From an optimization exercise on the open Yosys and OpenROAD flow, aimed at a short achievable clock period and few clock cycles; shortcuts taken in it are not production practice.
Only simulation tests tie the RTL to the original design; equivalence was not proved.

== run 1 ==
Design conv_top, start of the top module:
module conv_top #(
  parameter int img_side_log2 = 6
) (
  input  logic        clk,
  input  logic        reset,
  input  logic        ready,
  input  logic [19:0] idata,
  input  logic [19:0] cdata_rd,
  output logic        busy,
  output logic [11:0] iaddr,
  output logic [2:0]  csel,
  output logic        cwr,
  output logic [11:0] caddr_wr,
  output logic [19:0] cdata_wr,
  output logic        crd,
  output logic [11:0] caddr_rd
);
==> flow/config.mk <==
export PLATFORM = sky130hd
export DESIGN_NAME = conv_top
export DESIGN_NICKNAME = conv_top
export VERILOG_FILES = /design/flow/design.v
export SDC_FILE = /design/flow/constraint.sdc
export NUM_CORES = 4
export LEC_CHECK = 0
export CAP_MARGIN = 20
export CORE_MARGIN = 2
export CORE_UTILIZATION = 60
export CTS_CLUSTER_DIAMETER = 100
export CTS_CLUSTER_SIZE = 30
export SLEW_MARGIN = 20
==> flow/constraint.sdc <==
create_clock -name core_clock -period 15.0 [get_ports {clk}]
set_input_delay 3.0000 -clock core_clock [delete_from_list [all_inputs] [get_ports {clk}]]
set_output_delay 3.0000 -clock core_clock [all_outputs]
set_load 0.01 [all_outputs]
standard.sh (not shown) runs the stock make flow with config.mk's settings and CLKGATE_MAP_FILE= SYNTH_SCRIPT=/design/flow/synth_recipe.tcl, a recipe that flattens the netlist after the stock synthesis.
==> flow/flow/run.sh <==
#!/bin/bash
# The standard layout (the standard.sh: standard synthesis, floorplan,
# placement, CTS, routing, finish), with the resizer's setup repair aimed at
# a slack margin instead of zero. The SDC is the standard flow's, unchanged.
set -euo pipefail
bash standard.sh SETUP_SLACK_MARGIN=11.3 finish > standard_flow.log 2>&1
In summary, run 1 completed successfully, with a layout that passed the timing, design-rule and antenna checks.
Testbench counts of run 1, summed over its fixed seeds: cycles 164,096.
diff inputs: run 1 => run 2
-- flow/config.mk --
<<< run 1, line 8
export CAP_MARGIN = 20
export CORE_MARGIN = 2
export CORE_UTILIZATION = 60
export CTS_CLUSTER_DIAMETER = 100
export CTS_CLUSTER_SIZE = 30
export SLEW_MARGIN = 20
>>> run 2, line 8
export CAP_MARGIN = 20
export CORE_MARGIN = 2
export CORE_UTILIZATION = 50
export SLEW_MARGIN = 20
Notes after the runs:
For run 1 and run 2, there was not a single run that failed to finish clean.
Compared with run 1, in run 2 count of cells along the worst hold path shows no meaningful change; global routing met3 resource utilization moved down; clock network latency to the later pin of the worst-skew pair higher.
Worst hold slack in run 2 is 14 ps lower than in run 1
When run 2 is set beside run 1, its post-placement setup slack turns out to be 280 ps smaller.
Lower tap cell count goes to run 1 over run 2.

* * *

conv_top, a different RTL version from the one above (not shown whole).
Size: ~110 I/O pins.
export LEC_CHECK = 0
export CAP_MARGIN = 20
export CORE_MARGIN = 2
export CORE_UTILIZATION = 60
export SLEW_MARGIN = 20
create_clock -name core_clock -period 15.0 [get_ports {clk}]
Scripts as last shown in full above: flow/flow/run.sh
Testbench counts at the start, summed over its fixed seeds: cycles 164,096.
Change:
Settings changed: CORE_UTILIZATION 60 to 70.
Outcome:
- Now the flow completed and failed the layout checks on capacitance limit, slew limit
- clock skew went up by 0.026 ns
- wire length went up by about a fifth
- via count went up by about a fifth
- design area went down slightly
- synthesized area does not change

* * *

Setup of sierra:
Another version of the RTL of conv_top (not shown whole).
Size: ~1300 flip-flops, about 0.073 mm^2 of cells after synthesis.
Settings: LEC_CHECK=0, CAP_MARGIN=20, CORE_MARGIN=2, CORE_UTILIZATION=60, CTS_CLUSTER_DIAMETER=120, CTS_CLUSTER_SIZE=16, SLEW_MARGIN=20; clock period 15.0 ns.
Scripts as last shown in full above: flow/flow/run.sh
Testbench counts of sierra, summed over its fixed seeds: cycles 164,096.
> inputs changed (sierra -> garnet)
# sierra
export LEC_CHECK = 0
export CAP_MARGIN = 20
export CORE_MARGIN = 2
export CORE_UTILIZATION = 60
export CTS_CLUSTER_DIAMETER = 120
export CTS_CLUSTER_SIZE = 16
export SLEW_MARGIN = 20
create_clock -name core_clock -period 15.0 [get_ports {clk}]
# garnet
export LEC_CHECK = 0
export CAP_MARGIN = 20
export CORE_MARGIN = 2
export CORE_UTILIZATION = 60
export CTS_CLUSTER_DIAMETER = 200
export CTS_CLUSTER_SIZE = 20
export SLEW_MARGIN = 20
create_clock -name core_clock -period 15.0 [get_ports {clk}]
### Flow results
- Post-layout instance area: garnet lower than sierra
- Summary of garnet over sierra: worst hold slack shows no meaningful change, per-cell via count in the routed design shows no meaningful change.
- Going from sierra to garnet, total wire length after detailed routing fell by about 1.4%; maximum achievable frequency rose by about 0.9%; via count fell by 786; layout sequential cell count stayed essentially flat; worst relative slew slack rose by 2.6 points.
- Initial standard-cell utilization of the core came out exactly the same in sierra and garnet.

-- port drivers added, routing unchanged --
How much do the figures lean on ideal ports? The routed layouts below were timed once more, with nothing changed but the port constraints. Step 1 sets driving cells, clkbuf_16 on the clock port and buf_2 on the other inputs (assumed; they add their load-dependent delay and slew). Step 2 adds t to the input delays and takes it off the output delays; t is the mean of the earliest and latest rising clock arrival at the registers after step 1. Input paths then give back, and output paths get back, about the clock's delay inside the block. a / b / c = ideal / step 1 / step 2; a / b = the first two.
run	t (ns)	setup WS [ns]	worst slew at a driven data input, ns
run 1	0.837	10.693 / 10.607 / 10.885	0.05
run 2	0.939	10.645 / 10.550 / 10.832	0.03
the first run of note 2	0.829	10.732 / 10.652 / 10.779	0.07
the second run of note 2	0.810	10.643 / 10.622 / 10.643	0.07
sierra	0.803	10.782 / 10.703 / 11.028	0.07
garnet	0.776	10.821 / 10.743 / 11.017	0.07
Setup slack includes reset recovery checks.
